Background: an optimization exercise with open tools, aiming at small area, a short achievable clock period and few clock cycles per item. Do not read the settings as production practice.
Only simulation tests tie the RTL to the original design; equivalence was not proved.

==> flow/design.v <==
`timescale 1ns/1ps
module asconRound (
    input  logic [320-1:0] stateIn,
    input  logic [3:0]                   roundIdx,
    output logic [320-1:0] stateOut
);
    logic [64-1:0] x0, x1, x2, x3, x4;
    logic [64-1:0] t0, t1, t2, t3, t4;
    logic [64-1:0] y0, y1, y2, y3, y4;
    logic [7:0]                  rc;
    assign rc = {~roundIdx, roundIdx};
    always_comb begin
        x0 = stateIn[(320-1-64*(0)) -: 64];
        x1 = stateIn[(320-1-64*(1)) -: 64];
        x2 = stateIn[(320-1-64*(2)) -: 64];
        x3 = stateIn[(320-1-64*(3)) -: 64];
        x4 = stateIn[(320-1-64*(4)) -: 64];
        x2[7:0] = x2[7:0] ^ rc;
        x0 = x0 ^ x4;
        x4 = x4 ^ x3;
        x2 = x2 ^ x1;
        t0 = ~x0 & x1;
        t1 = ~x1 & x2;
        t2 = ~x2 & x3;
        t3 = ~x3 & x4;
        t4 = ~x4 & x0;
        x0 = x0 ^ t1;
        x1 = x1 ^ t2;
        x2 = x2 ^ t3;
        x3 = x3 ^ t4;
        x4 = x4 ^ t0;
        x1 = x1 ^ x0;
        x0 = x0 ^ x4;
        x3 = x3 ^ x2;
        x2 = ~x2;
        y0 = x0 ^ {x0[18:0], x0[63:19]} ^ {x0[27:0], x0[63:28]};
        y1 = x1 ^ {x1[60:0], x1[63:61]} ^ {x1[38:0], x1[63:39]};
        y2 = x2 ^ {x2[0:0],  x2[63:1]}  ^ {x2[5:0],  x2[63:6]};
        y3 = x3 ^ {x3[9:0],  x3[63:10]} ^ {x3[16:0], x3[63:17]};
        y4 = x4 ^ {x4[6:0],  x4[63:7]}  ^ {x4[40:0], x4[63:41]};
    end
    assign stateOut = {y0, y1, y2, y3, y4};
endmodule
`timescale 1ns/1ps
module asconPermutation #(
    parameter int roundsPerCycle = 1
) (
    input  logic [320-1:0] stateIn,
    input  logic [3:0]                   roundIdx,
    output logic [320-1:0] stateOut
);
    logic [320-1:0] chain [0:roundsPerCycle];
    assign chain[0] = stateIn;
    for (genvar g = 0; g < roundsPerCycle; g++) begin : g_round
        asconRound u_round (
            .stateIn (chain[g]),
            .roundIdx(roundIdx | 4'(g)),
            .stateOut(chain[g+1])
        );
    end
    assign stateOut = chain[roundsPerCycle];
endmodule
`timescale 1ns/1ps
module asconPadding (
    input  logic [64-1:0] block,
    input  logic [4-1:0]  len,
    output logic [64-1:0] padded,
    output logic [8-1:0] byteMask
);
    always_comb begin
        for (int b = 0; b < 8; b++) begin
            byteMask[8-1-b] = (b < len);
            if (b < len) begin
                padded[64-1-8*b -: 8] = block[64-1-8*b -: 8];
            end else if (b == len) begin
                padded[64-1-8*b -: 8] = 8'h80;
            end else begin
                padded[64-1-8*b -: 8] = 8'h00;
            end
        end
    end
endmodule
`timescale 1ns/1ps
module asconController (
    input  logic       clk,
    input  logic       rst,
    input  logic       start,
    input  logic       hasAd,
    input  logic       enc,
    input  logic       dLast,       
    output logic       idle,
    output logic [3:0] roundIdx,
    output logic       adMode,      
    output logic       injText,     
    output logic       injAny,      
    output logic       injDec,      
    output logic       injKey34,    
    output logic       injDs,       
    output logic       read,
    output logic       outValid,
    output logic       tagValid
);
    localparam int R = 1;
    localparam logic [3:0] lastIdx = 4'(12 - R);
    localparam logic [3:0] preIdx  = 4'(12 - 2 * R);
    localparam logic [3:0] shortRunStart = 12 - 6;
    localparam logic [2:0] phIdle  = 3'd0;
    localparam logic [2:0] phInit  = 3'd1;
    localparam logic [2:0] phAd    = 3'd2;
    localparam logic [2:0] phText  = 3'd3;
    localparam logic [2:0] phFinal = 3'd4;
    localparam logic [2:0] phTag   = 3'd5;
    logic [2:0] phase;
    logic       isLast;
    logic       isPre;
    logic       absorbing;
    assign idle      = (phase == phIdle);
    assign isLast    = (roundIdx == lastIdx);
    assign isPre     = (roundIdx == preIdx);
    assign absorbing = (phase == phInit) || (phase == phAd) || (phase == phText);
    always_ff @(posedge clk or posedge rst) begin
        if (rst) begin
            phase    <= phIdle;
            roundIdx <= 4'd0;
            adMode   <= 1'b0;
            injText  <= 1'b0;
            injAny   <= 1'b0;
            injDec   <= 1'b0;
            injKey34 <= 1'b0;
            injDs    <= 1'b0;
            read     <= 1'b0;
            outValid <= 1'b0;
            tagValid <= 1'b0;
        end else begin
            injText  <= absorbing && isPre && !adMode;
            injAny   <= absorbing && isPre;
            injDec   <= absorbing && isPre && !adMode && !enc;
            injDs    <= ((phase == phInit) || (phase == phAd)) && isPre && !adMode;
            injKey34 <= ((phase == phInit) || (phase == phFinal)) && isPre;
            read     <= (absorbing && isPre && adMode) || injText;
            outValid <= injText;
            tagValid <= (phase == phFinal) && isLast;
            roundIdx <= roundIdx + 4'(R);
            case (phase)
                phIdle: begin
                    roundIdx <= 4'd0;
                    if (start) begin
                        phase  <= phInit;
                        adMode <= hasAd;
                    end
                end
                phInit, phAd, phText: begin
                    if (isLast) begin
                        roundIdx <= shortRunStart;
                        if (adMode) begin
                            phase  <= phAd;
                            adMode <= !dLast;
                        end else if (dLast) begin
                            phase    <= phFinal;
                            roundIdx <= 4'd0;
                        end else begin
                            phase <= phText;
                        end
                    end
                end
                phFinal: begin
                    if (isLast) begin
                        phase <= phTag;
                    end
                end
                default: begin
                    phase <= phIdle;
                end
            endcase
        end
    end
endmodule
`timescale 1ns/1ps
module asconTop (
    input  logic                         clk,
    input  logic                         rst,
    input  logic                         start,
    input  logic                         hasAd,
    input  logic                         enc,
    input  logic [128-1:0]   key,
    input  logic [128-1:0]   nonce,
    input  logic [64-1:0]  adBlock,
    input  logic [4-1:0]   adLen,
    input  logic [64-1:0]  textBlock,
    input  logic [4-1:0]   textLen,
    output logic                         read,
    output logic [64-1:0]  outBlock,
    output logic                         outValid,
    output logic [128-1:0]   tag,
    output logic                         tagValid
);
    logic                         idle;
    logic [3:0]                   roundIdx;
    logic                         adMode;
    logic                         injText;
    logic                         injAny;
    logic                         injDec;
    logic                         injKey34;
    logic                         injDs;
    logic [320-1:0] stateReg;
    logic [320-1:0] permOut;
    logic [128-1:0]   keyReg;
    logic [64-1:0]  selBlock;
    logic [4-1:0]   selLen;
    logic [8-1:0] lenBytes;
    logic [8-1:0] dBytes;    
    logic [8-1:0] padBytes;  
    logic [8-1:0] injBytes;
    logic [8-1:0] injPads;
    logic [8-1:0] decBytes;
    logic                         dLast;     
    logic [64-1:0]  outReg;
    logic [64-1:0]  mask64;
    logic [64-1:0]  keep0;
    logic [64-1:0]  inj0;
    logic [128-1:0]   inj12;
    logic [128-1:0]   inj34;
    logic [320-1:0] nextState;
    logic [64-1:0]  y0;
    asconController u_controller (
        .clk     (clk),
        .rst     (rst),
        .start   (start),
        .hasAd   (hasAd),
        .enc     (enc),
        .dLast   (dLast),
        .idle    (idle),
        .roundIdx(roundIdx),
        .adMode  (adMode),
        .injText (injText),
        .injAny  (injAny),
        .injDec  (injDec),
        .injKey34(injKey34),
        .injDs   (injDs),
        .read    (read),
        .outValid(outValid),
        .tagValid(tagValid)
    );
    asconPermutation #(
        .roundsPerCycle(1)
    ) u_permutation (
        .stateIn (stateReg),
        .roundIdx(roundIdx),
        .stateOut(permOut)
    );
    assign selBlock = adMode ? adBlock : textBlock;
    assign selLen   = adMode ? adLen : textLen;
    always_comb begin
        for (int b = 0; b < 8; b++) begin
            lenBytes[8-1-b] = (b < selLen);
        end
    end
    always_ff @(posedge clk) begin
        dBytes <= lenBytes;
    end
    assign padBytes = {1'b1, dBytes[8-1:1]} & ~dBytes;
    assign dLast    = !dBytes[0];
    assign injBytes = dBytes & {8{injAny}};
    assign injPads  = padBytes & {8{injAny}};
    assign decBytes = dBytes & {8{injDec}};
    for (genvar b = 0; b < 8; b++) begin : g_pad
        assign inj0[8*b +: 8]   = (selBlock[8*b +: 8] & {8{injBytes[b]}}) | {injPads[b], 7'd0};
        assign mask64[8*b +: 8] = {8{injBytes[b]}};
        assign keep0[8*b +: 8]  = {8{!decBytes[b]}};
    end
    assign inj12 = (injText && dLast) ? keyReg : '0;
    assign inj34 = (injKey34 ? keyReg : '0) ^ {127'd0, injDs};
    assign y0 = permOut[(320-1-64*(0)) -: 64];
    always_comb begin
        nextState = permOut ^ {inj0, inj12, inj34};
        nextState[(320-1-64*(0)) -: 64] = (y0 & keep0) ^ inj0;
        if (idle) begin
            nextState = {64'h80400c0600000000, key, nonce};
        end
    end
    always_ff @(posedge clk) begin
        stateReg <= nextState;
        outReg   <= (y0 ^ inj0) & mask64;
        if (idle) begin
            keyReg <= key;
        end
    end
    assign outBlock = outReg;
    assign tag      = stateReg[128-1:0];
endmodule
==> flow/config.mk <==
export PLATFORM = sky130hd
export DESIGN_NAME = asconTop
export DESIGN_NICKNAME = asconTop
export VERILOG_FILES = /design/flow/design.v
export SDC_FILE = /design/flow/constraint.sdc
export NUM_CORES = 4
export LEC_CHECK = 0
export CAP_MARGIN = 20
export CORE_MARGIN = 2
export CORE_UTILIZATION = 40
export SLEW_MARGIN = 40
==> flow/constraint.sdc <==
create_clock -name core_clock -period 8.0 [get_ports {clk}]
set_input_delay 1.6000 -clock core_clock [delete_from_list [all_inputs] [get_ports {clk}]]
set_output_delay 1.6000 -clock core_clock [all_outputs]
set_load 0.01 [all_outputs]
standard.sh (not shown) runs the stock make flow with config.mk's settings and CLKGATE_MAP_FILE= SYNTH_SCRIPT=/design/flow/synth_recipe.tcl, a recipe that flattens the netlist after the stock synthesis.
==> flow/flow/run.sh <==
#!/bin/bash
# Standard ORFS layout, with plain buf_1 cells as the port buffers instead of
# the delay cells buffer_ports picks by default, a clock tree with larger
# sink clusters and no dummy loads, and timing repair aiming below the period.
set -euo pipefail
export BUFFER_PORTS_ARGS="-buffer_cell sky130_fd_sc_hd__buf_1"
export CTS_ARGS="-sink_clustering_enable -repair_clock_nets -dont_use_dummy_load -sink_clustering_size 20 -sink_clustering_max_diameter 80 -root_buf sky130_fd_sc_hd__clkbuf_16 -buf_list {sky130_fd_sc_hd__clkbuf_8 sky130_fd_sc_hd__clkbuf_16}"
export SETUP_SLACK_MARGIN=5.2
bash standard.sh > standard.log 2>&1
The first run completed with no timing, DRC or antenna violations.
Testbench counts at the start, summed over its fixed seeds: cycles 17,560, blocks 1,860.
Next try:
--- a/flow/flow/run.sh
+++ b/flow/flow/run.sh
@@ -7 +7 @@
-export CTS_ARGS="-sink_clustering_enable -repair_clock_nets -dont_use_dummy_load -sink_clustering_size 20 -sink_clustering_max_diameter 80 -root_buf sky130_fd_sc_hd__clkbuf_16 -buf_list {sky130_fd_sc_hd__clkbuf_8 sky130_fd_sc_hd__clkbuf_16}"
+export CTS_ARGS="-sink_clustering_enable -repair_clock_nets -dont_use_dummy_load -sink_clustering_size 20 -sink_clustering_max_diameter 80"
- ABC_AREA: not set -> 1
Effect: Worst setup slack loses 0.013 ns. Cell count grows by 52%. Worst hold slack loses 0.097 ns. Global-route usage came out higher by 4.8 points.
Next try:
--- a/flow/flow/run.sh
+++ b/flow/flow/run.sh
@@ -8 +8 @@
-export SETUP_SLACK_MARGIN=5.2
+export SETUP_SLACK_MARGIN=5.3
- ABC_AREA: 1 -> not set
- SLEW_MARGIN: 40 -> 50
The new run went through all stages and came out clean. Clock skew grows by 0.015 ns. Wire length shrinks by a quarter to a third. First-iteration DRC count drops by well over a third. Die area goes down by about a fifth. Hold slack degrades by 0.082 ns.
Next try:
--- a/flow/flow/run.sh
+++ b/flow/flow/run.sh
@@ -8 +8 @@
-export SETUP_SLACK_MARGIN=5.3
+export SETUP_SLACK_MARGIN=5.25
- SLEW_MARGIN: 50 -> 40
Outcome: Wire length decreases by 0.32%. Design area decreases by 4.6%. Global-route usage decreases by 0.16 points. Synthesized cell count does not change. Die area does not change. Sequential cell count stays the same. Worst setup slack is worse by 0.022 ns.

==> separate check: timing with driven ports <==
The results above use ideal ports. As a check the final layouts listed here were re-extracted and re-timed, cells and wires unchanged.
Step 1, drivers: a clkbuf_16 drives clk and a buf_2 each remaining input, both assumed.
Step 2 times the ports against the registers' clock, not the clock port: input delays grow and output delays shrink by t, the midpoint of the rising clock arrivals with the driver on.
a / b / c = ideal / step 1 / step 2; a / b = the first two.
| run | shift t [ns] | slack for setup (ns) | hold slack, ns | latest minus earliest clock arrival (ns) | worst slew at a driven data input, ns |
|---|---|---|---|---|---|
| the first run | 0.661 | 5.178 / 5.142 / 5.120 | 0.594 / 0.594 / 0.594 | 0.086 / 0.087 | 0.18 |
| the second run | 0.720 | 5.165 / 5.132 / 4.927 | 0.497 / 0.497 / 0.497 | 0.062 / 0.061 | 0.15 |
| the third run | 0.665 | 5.211 / 5.136 / 5.125 | 0.415 / 0.415 / 0.415 | 0.077 / 0.077 | 0.18 |
| the fourth run | 0.661 | 5.189 / 5.148 / 5.119 | 0.581 / 0.581 / 0.581 | 0.088 / 0.089 | 0.17 |
After both steps setup and hold are still met in every run listed. The setup slack of the second run, which loses most, moves by -0.033 ns with the drivers and by -0.238 ns with both steps.
